Source: an optimization exercise on an open RTL-to-GDS flow (aim: small area and a short achievable clock period). Production flows keep margins and buffers that such runs may drop.
Power and IR drop assume default switching activity.

==> indigo: inputs <==
// vc_dds_top
module vc_dds_top
(
  input  logic                    clk_user_bufg,
  input  logic                    rst_glb,
  input  logic                    cfg_wr,           
  input  logic [85:0]             cfg,              
  output logic [16-1:0] sample,           
  output logic                    sample_valid,
  output logic [10-1:0]    dac_fsc           
);
  vc_dds_pkg::vc_cfg_t             cfg_s;
  logic                            tri_en;
  logic                            saw_en;
  logic [32-1:0]          freq_word;
  logic [16-1:0]         amp;
  logic [16-1:0]         dc_offset;
  logic [32-1:0]          phase;
  logic [16-1:0]         shape;
  logic                            written_q;       
  logic [3:0]                      valid_q;
  assign cfg_s = cfg;
  vc_dds_cfg_reg u_cfg_reg (
    .clk_user_bufg (clk_user_bufg),
    .rst_glb       (rst_glb),
    .cfg_wr        (cfg_wr),
    .cfg           (cfg_s),
    .tri_en        (tri_en),
    .saw_en        (saw_en),
    .freq_word     (freq_word),
  ...
clock: 5.5 ns
lec_check: 0
cap_margin: 20
core_margin: 2
core_utilization: 40
cts_cluster_diameter: 100
cts_cluster_size: 25
setup_slack_margin: 3.0
slew_margin: 20
standard.sh (not shown) runs the stock make flow with config.mk's settings and CLKGATE_MAP_FILE= SYNTH_SCRIPT=/design/flow/synth_recipe.tcl, a recipe that flattens the netlist after the stock synthesis.
==> flow/flow/run.sh <==
#!/bin/bash
# Standard ORFS layout, except that the port buffers are the smallest plain
# buffer instead of the default delay-buffer cell. Each tool's output is kept
# by ORFS under orfs/logs/; make's own output goes to flow_make.log.
set -euo pipefail
export BUFFER_PORTS_ARGS="-buffer_cell sky130_fd_sc_hd__buf_1"
bash standard.sh finish > flow_make.log 2>&1
==> harbor: changes against indigo <==
--- a/flow/design.v
+++ b/flow/design.v
@@ -53,51 +53,74 @@
       tri_en    <= cfg.mode == vc_dds_pkg::WAVE_TRIANGLE;
       saw_en    <= cfg.mode == vc_dds_pkg::WAVE_SAWTOOTH;
       freq_word <= cfg.freq_word;
       amp       <= cfg.amp;
       dc_offset <= cfg.dc_offset;
     end
   end
+  logic [10-1:0] dac_fsc_n;
   always_ff @(posedge clk_user_bufg or posedge rst_glb)
   begin
     if (rst_glb)
-      dac_fsc <= {10{1'b1}};
+      dac_fsc_n <= '0;
     else if (cfg_wr)
-      dac_fsc <= (cfg.fsc == '0) ? {10{1'b1}} : cfg.fsc;
+      dac_fsc_n <= (cfg.fsc == '0) ? '0 : ~cfg.fsc;
   end
+  assign dac_fsc = ~dac_fsc_n;
 endmodule
 `timescale 1ns/1ns
 module vc_phase_accum
 (
   input  logic                       clk_user_bufg,
   input  logic                       cfg_wr,
   input  logic [10-1:0]       pcw,
-  input  logic [32-1:0]     freq_word,
-  output logic [32-1:0]     phase
+  input  logic [32/2-1:0]   cfg_freq_lo,   
+  input  logic [32-1:0]     freq_word,     
+  output logic [32/2:0]     phase_top      
 );
+  localparam int H = 32 / 2;
+  logic [H-1:0] phase_hi;
+  logic [H-1:0] step_lo;
+  logic         carry_q;
+  logic         phase_b15;
+  logic [H:0]   step_next;
+  logic [H:0]   hi_next;      
+  assign step_next = {1'b0, step_lo} + {1'b0, freq_word[H-1:0]};
+  assign hi_next   = {phase_hi, 1'b1} + {freq_word[32-1:H], carry_q};
   always_ff @(posedge clk_user_bufg)
   begin
     if (cfg_wr)
-      phase <= {pcw, {22{1'b0}}};
+    begin
+      phase_hi  <= {pcw, {(22 - H){1'b0}}};
+      step_lo   <= cfg_freq_lo;
+      carry_q   <= 1'b0;
+      phase_b15 <= 1'b0;
+    end
     else
-      phase <= phase + freq_word;
+    begin
+      phase_hi  <= hi_next[H:1];
+      step_lo   <= step_next[H-1:0];
+      carry_q   <= step_next[H];
+      phase_b15 <= step_lo[H-1];
+    end
   end
+  assign phase_top = {phase_hi, phase_b15};
 endmodule
 `timescale 1ns/1ns
 module vc_wave_shaper
 (
   input  logic                       tri_en,
   input  logic                       saw_en,
-  input  logic [32-1:0]     phase,
+  input  logic [32/2:0]     phase_top,    
   output logic [16-1:0]    shape
 );
   logic [16-1:0] tri_ramp;
   logic [16-1:0] saw_ramp;
-  assign tri_ramp = phase[32-2 -: 16] ^ {16{phase[32-1]}};
-  assign saw_ramp = phase[32-1 -: 16];
+  assign tri_ramp = phase_top[16-1:0] ^ {16{phase_top[16]}};
+  assign saw_ramp = phase_top[16:1];
   assign shape = ({16{tri_en}} & tri_ramp) | ({16{saw_en}} & saw_ramp);
 endmodule
 `timescale 1ns/1ns
 module vc_amp_offset
 (
   input  logic                       clk_user_bufg,
   input  logic [16-1:0]    shape,
@@ -638,14 +661,16 @@
   wire k400 = (r0_273 & r0_274) | (r0_273 & k368) | (r0_274 & k368);
   wire s401 = r0_275 ^ r0_276;
   wire k402 = r0_275 & r0_276;
   wire s403 = r0_277 ^ r0_278 ^ r0_279;
   wire k404 = (r0_277 & r0_278) | (r0_277 & r0_279) | (r0_278 & r0_279);
   wire s405 = 1'b1 ^ r0_280;
   wire k406 = 1'b1 & r0_280;
+  wire [11:0] plow_sum = {1'b0, k336, k334, k332, k330, s291, k288, k286, k284, k282, r0_184, r0_180} + {1'b0, s337, s335, s333, s331, s329, s289, s287, s285, s283, s281, r0_181};
+  logic cin_q;
   logic r1_407;
   logic r1_408;
   logic r1_409;
   logic r1_410;
   logic r1_411;
   logic r1_412;
   logic r1_413;
@@ -676,108 +701,65 @@
   logic r1_438;
   logic r1_439;
   logic r1_440;
   logic r1_441;
   logic r1_442;
   logic r1_443;
   logic r1_444;
-  logic r1_445;
-  logic r1_446;
-  logic r1_447;
-  logic r1_448;
-  logic r1_449;
-  logic r1_450;
-  logic r1_451;
-  logic r1_452;
-  logic r1_453;
-  logic r1_454;
-  logic r1_455;
-  logic r1_456;
-  logic r1_457;
-  logic r1_458;
-  logic r1_459;
-  logic r1_460;
-  logic r1_461;
-  logic r1_462;
-  logic r1_463;
-  logic r1_464;
-  logic r1_465;
-  logic r1_466;
   always_ff @(posedge clk_user_bufg)
   begin
-    r1_407 <= r0_180;
-    r1_408 <= r0_181;
-    r1_409 <= r0_184;
-    r1_410 <= s281;
-    r1_411 <= k282;
-    r1_412 <= s283;
-    r1_413 <= k284;
-    r1_414 <= s285;
-    r1_415 <= k286;
-    r1_416 <= s287;
-    r1_417 <= k288;
-    r1_418 <= s289;
-    r1_419 <= s291;
-    r1_420 <= s329;
-    r1_421 <= k330;
-    r1_422 <= s331;
-    r1_423 <= k332;
-    r1_424 <= s333;
-    r1_425 <= k334;
-    r1_426 <= s335;
-    r1_427 <= k336;
-    r1_428 <= s337;
-    r1_429 <= s369;
-    r1_430 <= s339;
-    r1_431 <= k370;
-    r1_432 <= s371;
-    r1_433 <= k372;
-    r1_434 <= s373;
-    r1_435 <= k374;
-    r1_436 <= s375;
-    r1_437 <= k376;
-    r1_438 <= s377;
-    r1_439 <= k378;
-    r1_440 <= s379;
-    r1_441 <= k380;
-    r1_442 <= s381;
-    r1_443 <= k382;
-    r1_444 <= s383;
-    r1_445 <= k384;
-    r1_446 <= s385;
-    r1_447 <= k386;
-    r1_448 <= s387;
-    r1_449 <= k388;
-    r1_450 <= s389;
-    r1_451 <= k390;
-    r1_452 <= s391;
-    r1_453 <= k392;
-    r1_454 <= s393;
-    r1_455 <= k394;
-    r1_456 <= s395;
-    r1_457 <= k396;
-    r1_458 <= s397;
-    r1_459 <= k398;
-    r1_460 <= s399;
-    r1_461 <= k400;
-    r1_462 <= s401;
-    r1_463 <= k402;
-    r1_464 <= s403;
-    r1_465 <= k404;
-    r1_466 <= s405;
+    cin_q <= plow_sum[11];
+    r1_407 <= s369;
+    r1_408 <= s339;
+    r1_409 <= k370;
+    r1_410 <= s371;
+    r1_411 <= k372;
+    r1_412 <= s373;
+    r1_413 <= k374;
+    r1_414 <= s375;
+    r1_415 <= k376;
+    r1_416 <= s377;
+    r1_417 <= k378;
+    r1_418 <= s379;
+    r1_419 <= k380;
+    r1_420 <= s381;
+    r1_421 <= k382;
+    r1_422 <= s383;
+    r1_423 <= k384;
+    r1_424 <= s385;
+    r1_425 <= k386;
+    r1_426 <= s387;
+    r1_427 <= k388;
+    r1_428 <= s389;
+    r1_429 <= k390;
+    r1_430 <= s391;
+    r1_431 <= k392;
+    r1_432 <= s393;
+    r1_433 <= k394;
+    r1_434 <= s395;
+    r1_435 <= k396;
+    r1_436 <= s397;
+    r1_437 <= k398;
+    r1_438 <= s399;
+    r1_439 <= k400;
+    r1_440 <= s401;
+    r1_441 <= k402;
+    r1_442 <= s403;
+    r1_443 <= k404;
+    r1_444 <= s405;
   end
-  wire [29:0] tot = {r1_465, r1_463, r1_461, r1_459, r1_457, r1_455, r1_453, r1_451, r1_449, r1_447, r1_445, r1_443, r1_441, r1_439, r1_437, r1_435, r1_433, r1_431, r1_429, r1_427, r1_425, r1_423, r1_421, r1_419, r1_417, r1_415, r1_413, r1_411, r1_409, r1_407} + {r1_466, r1_464, r1_462, r1_460, r1_458, r1_456, r1_454, r1_452, r1_450, r1_448, r1_446, r1_444, r1_442, r1_440, r1_438, r1_436, r1_434, r1_432, r1_430, r1_428, r1_426, r1_424, r1_422, r1_420, r1_418, r1_416, r1_414, r1_412, r1_410, r1_408};
-  wire [16:0] hisum = tot[29:13];
+  wire [18:0] tot = {r1_443, r1_441, r1_439, r1_437, r1_435, r1_433, r1_431, r1_429, r1_427, r1_425, r1_423, r1_421, r1_419, r1_417, r1_415, r1_413, r1_411, r1_409, r1_407} + {r1_444, r1_442, r1_440, r1_438, r1_436, r1_434, r1_432, r1_430, r1_428, r1_426, r1_424, r1_422, r1_420, r1_418, r1_416, r1_414, r1_412, r1_410, r1_408} + cin_q;
+  wire [16:0] hisum = tot[18:2];
   assign result = hisum;
   logic [16+RW-1:0] dly_q [1];
   always_ff @(posedge clk_user_bufg)
   begin
-    dly_q[0] <= result;
+    dly_q[0] <= ~result;
   end
-  assign sample = dly_q[0][16] ? {16{1'b1}} : dly_q[0][16-1:0];
+  assign sample = ~(dly_q[0][16-1:0] & {16{dly_q[0][16]}});
 endmodule
 `timescale 1ns/1ns
 module vc_dds_top
 (
   input  logic                    clk_user_bufg,
   input  logic                    rst_glb,
   input  logic                    cfg_wr,           
@@ -788,15 +770,15 @@
 );
   vc_dds_pkg::vc_cfg_t             cfg_s;
   logic                            tri_en;
   logic                            saw_en;
   logic [32-1:0]          freq_word;
   logic [16-1:0]         amp;
   logic [16-1:0]         dc_offset;
-  logic [32-1:0]          phase;
+  logic [32/2:0]          phase_top;       
   logic [16-1:0]         shape;
   logic                            written_q;       
   logic [3:0]                      valid_q;
   assign cfg_s = cfg;
   vc_dds_cfg_reg u_cfg_reg (
     .clk_user_bufg (clk_user_bufg),
     .rst_glb       (rst_glb),
@@ -809,21 +791,22 @@
     .dc_offset     (dc_offset),
     .dac_fsc       (dac_fsc)
   );
   vc_phase_accum u_phase_accum (
     .clk_user_bufg (clk_user_bufg),
     .cfg_wr        (cfg_wr),
     .pcw           (cfg_s.pcw),
+    .cfg_freq_lo   (cfg_s.freq_word[32/2-1:0]),
     .freq_word     (freq_word),
-    .phase         (phase)
+    .phase_top     (phase_top)
   );
   vc_wave_shaper u_wave_shaper (
     .tri_en        (tri_en),
     .saw_en        (saw_en),
-    .phase         (phase),
+    .phase_top     (phase_top),
     .shape         (shape)
   );
   vc_amp_offset u_amp_offset (
     .clk_user_bufg (clk_user_bufg),
     .shape         (shape),
     .amp           (amp),
     .dc_offset     (dc_offset),
==> flow/config.mk (replaced) <==
export PLATFORM = sky130hd
export DESIGN_NAME = vc_dds_top
export DESIGN_NICKNAME = vc_dds_top
export VERILOG_FILES = /design/flow/design.v
export SDC_FILE = /design/flow/constraint.sdc
export NUM_CORES = 4
export LEC_CHECK = 0
export CAP_MARGIN = 20
export CORE_MARGIN = 2
export CORE_UTILIZATION = 60
export CTS_CLUSTER_DIAMETER = 100
export CTS_CLUSTER_SIZE = 25
export PLACE_DENSITY = 0.75
export SETUP_SLACK_MARGIN = 3.3
export SLEW_MARGIN = 20
==> ember: changes against indigo <==
--- a/flow/design.v
+++ b/flow/design.v
@@ -638,14 +638,16 @@
   wire k400 = (r0_273 & r0_274) | (r0_273 & k368) | (r0_274 & k368);
   wire s401 = r0_275 ^ r0_276;
   wire k402 = r0_275 & r0_276;
   wire s403 = r0_277 ^ r0_278 ^ r0_279;
   wire k404 = (r0_277 & r0_278) | (r0_277 & r0_279) | (r0_278 & r0_279);
   wire s405 = 1'b1 ^ r0_280;
   wire k406 = 1'b1 & r0_280;
+  wire [10:0] plow_sum = {1'b0, k334, k332, k330, s291, k288, k286, k284, k282, r0_184, r0_180} + {1'b0, s335, s333, s331, s329, s289, s287, s285, s283, s281, r0_181};
+  logic cin_q;
   logic r1_407;
   logic r1_408;
   logic r1_409;
   logic r1_410;
   logic r1_411;
   logic r1_412;
   logic r1_413;
@@ -678,99 +680,60 @@
   logic r1_440;
   logic r1_441;
   logic r1_442;
   logic r1_443;
   logic r1_444;
   logic r1_445;
   logic r1_446;
-  logic r1_447;
-  logic r1_448;
-  logic r1_449;
-  logic r1_450;
-  logic r1_451;
-  logic r1_452;
-  logic r1_453;
-  logic r1_454;
-  logic r1_455;
-  logic r1_456;
-  logic r1_457;
-  logic r1_458;
-  logic r1_459;
-  logic r1_460;
-  logic r1_461;
-  logic r1_462;
-  logic r1_463;
-  logic r1_464;
-  logic r1_465;
-  logic r1_466;
   always_ff @(posedge clk_user_bufg)
   begin
-    r1_407 <= r0_180;
-    r1_408 <= r0_181;
-    r1_409 <= r0_184;
-    r1_410 <= s281;
-    r1_411 <= k282;
-    r1_412 <= s283;
-    r1_413 <= k284;
-    r1_414 <= s285;
-    r1_415 <= k286;
-    r1_416 <= s287;
-    r1_417 <= k288;
-    r1_418 <= s289;
-    r1_419 <= s291;
-    r1_420 <= s329;
-    r1_421 <= k330;
-    r1_422 <= s331;
-    r1_423 <= k332;
-    r1_424 <= s333;
-    r1_425 <= k334;
-    r1_426 <= s335;
-    r1_427 <= k336;
-    r1_428 <= s337;
-    r1_429 <= s369;
-    r1_430 <= s339;
-    r1_431 <= k370;
-    r1_432 <= s371;
-    r1_433 <= k372;
-    r1_434 <= s373;
-    r1_435 <= k374;
-    r1_436 <= s375;
-    r1_437 <= k376;
-    r1_438 <= s377;
-    r1_439 <= k378;
-    r1_440 <= s379;
-    r1_441 <= k380;
-    r1_442 <= s381;
-    r1_443 <= k382;
-    r1_444 <= s383;
-    r1_445 <= k384;
-    r1_446 <= s385;
-    r1_447 <= k386;
-    r1_448 <= s387;
-    r1_449 <= k388;
-    r1_450 <= s389;
-    r1_451 <= k390;
-    r1_452 <= s391;
-    r1_453 <= k392;
-    r1_454 <= s393;
-    r1_455 <= k394;
-    r1_456 <= s395;
-    r1_457 <= k396;
-    r1_458 <= s397;
-    r1_459 <= k398;
-    r1_460 <= s399;
-    r1_461 <= k400;
-    r1_462 <= s401;
-    r1_463 <= k402;
-    r1_464 <= s403;
-    r1_465 <= k404;
-    r1_466 <= s405;
+    cin_q <= plow_sum[10];
+    r1_407 <= k336;
+    r1_408 <= s337;
+    r1_409 <= s369;
+    r1_410 <= s339;
+    r1_411 <= k370;
+    r1_412 <= s371;
+    r1_413 <= k372;
+    r1_414 <= s373;
+    r1_415 <= k374;
+    r1_416 <= s375;
+    r1_417 <= k376;
+    r1_418 <= s377;
+    r1_419 <= k378;
+    r1_420 <= s379;
+    r1_421 <= k380;
+    r1_422 <= s381;
+    r1_423 <= k382;
+    r1_424 <= s383;
+    r1_425 <= k384;
+    r1_426 <= s385;
+    r1_427 <= k386;
+    r1_428 <= s387;
+    r1_429 <= k388;
+    r1_430 <= s389;
+    r1_431 <= k390;
+    r1_432 <= s391;
+    r1_433 <= k392;
+    r1_434 <= s393;
+    r1_435 <= k394;
+    r1_436 <= s395;
+    r1_437 <= k396;
+    r1_438 <= s397;
+    r1_439 <= k398;
+    r1_440 <= s399;
+    r1_441 <= k400;
+    r1_442 <= s401;
+    r1_443 <= k402;
+    r1_444 <= s403;
+    r1_445 <= k404;
+    r1_446 <= s405;
   end
-  wire [29:0] tot = {r1_465, r1_463, r1_461, r1_459, r1_457, r1_455, r1_453, r1_451, r1_449, r1_447, r1_445, r1_443, r1_441, r1_439, r1_437, r1_435, r1_433, r1_431, r1_429, r1_427, r1_425, r1_423, r1_421, r1_419, r1_417, r1_415, r1_413, r1_411, r1_409, r1_407} + {r1_466, r1_464, r1_462, r1_460, r1_458, r1_456, r1_454, r1_452, r1_450, r1_448, r1_446, r1_444, r1_442, r1_440, r1_438, r1_436, r1_434, r1_432, r1_430, r1_428, r1_426, r1_424, r1_422, r1_420, r1_418, r1_416, r1_414, r1_412, r1_410, r1_408};
-  wire [16:0] hisum = tot[29:13];
+  wire [19:0] tot = {r1_445, r1_443, r1_441, r1_439, r1_437, r1_435, r1_433, r1_431, r1_429, r1_427, r1_425, r1_423, r1_421, r1_419, r1_417, r1_415, r1_413, r1_411, r1_409, r1_407} + {r1_446, r1_444, r1_442, r1_440, r1_438, r1_436, r1_434, r1_432, r1_430, r1_428, r1_426, r1_424, r1_422, r1_420, r1_418, r1_416, r1_414, r1_412, r1_410, r1_408} + cin_q;
+  wire [16:0] hisum = tot[19:3];
   assign result = hisum;
   logic [16+RW-1:0] dly_q [1];
   always_ff @(posedge clk_user_bufg)
   begin
     dly_q[0] <= result;
   end
   assign sample = dly_q[0][16] ? {16{1'b1}} : dly_q[0][16-1:0];
==> qor summary <==
Total stage count of the critical path: harbor 3; indigo 12; ember 11
Area Overhead vs Synth: harbor 9.32%; indigo 11.6%; ember 8.84%
Router iterations before antenna repair: harbor 5; indigo 5; ember 6
Filler cell count in the final layout: harbor 2132; indigo 3888; ember 3876
Net count reported at finish: harbor 1917; indigo 1870; ember 1837
Portion of total power attributed to combinational logic: harbor 53.1%; indigo 50.1%; ember 50.1%
Fraction of the cycle the final worst path needs: harbor 41.6%; indigo 47.6%; ember 45.3%
Status: harbor timing/DRC/antenna clean; indigo timing/DRC/antenna clean; ember timing/DRC/antenna clean
Portion of the post-synthesis area used by sequential elements: harbor 42.6%; indigo 45.0%; ember 43.7%
FF+latch count, synth: harbor 328; indigo 347; ember 328
Area fraction of clock buffers and clock inverters: harbor 2.59%; indigo 2.82%; ember 2.72%
Crit-path max cell delay: harbor 0.36 ns; indigo 0.38 ns; ember 0.36 ns
Pre-CTS worst setup slack: harbor 2.19 ns; indigo 2.62 ns; ember 2.61 ns
Function was not checked in any run of this note: the RTL went through the layout flow alone.

==> separate check: timing with driven ports <==
How much do the figures lean on ideal ports? The routed layouts below were timed once more, with nothing changed but the port constraints. Step 1: set_driving_cell puts a clkbuf_16 on clk_user_bufg and a buf_2 on each other input, an assumption about the parent block. Step 2 moves the port delays by t, midway between the first and last clock arrival at a register: inputs arrive t later, outputs are due t later. That takes back most of the time a late clock gives input paths. Three values: ideal, step 1, step 2; two values: the first two.
run | t, ns | slack for setup (ns) | worst setup path after step 2
indigo | 0.577 | 2.884 / 2.884 / 2.615 | input to register
harbor | 0.546 | 3.210 / 3.162 / 2.816 | input to register
ember | 0.561 | 3.010 / 3.010 / 2.635 | input to register
After both steps every run listed still meets setup and hold. The setup slack of harbor, which loses most, moves by -0.048 ns with the drivers and by -0.394 ns with both steps.
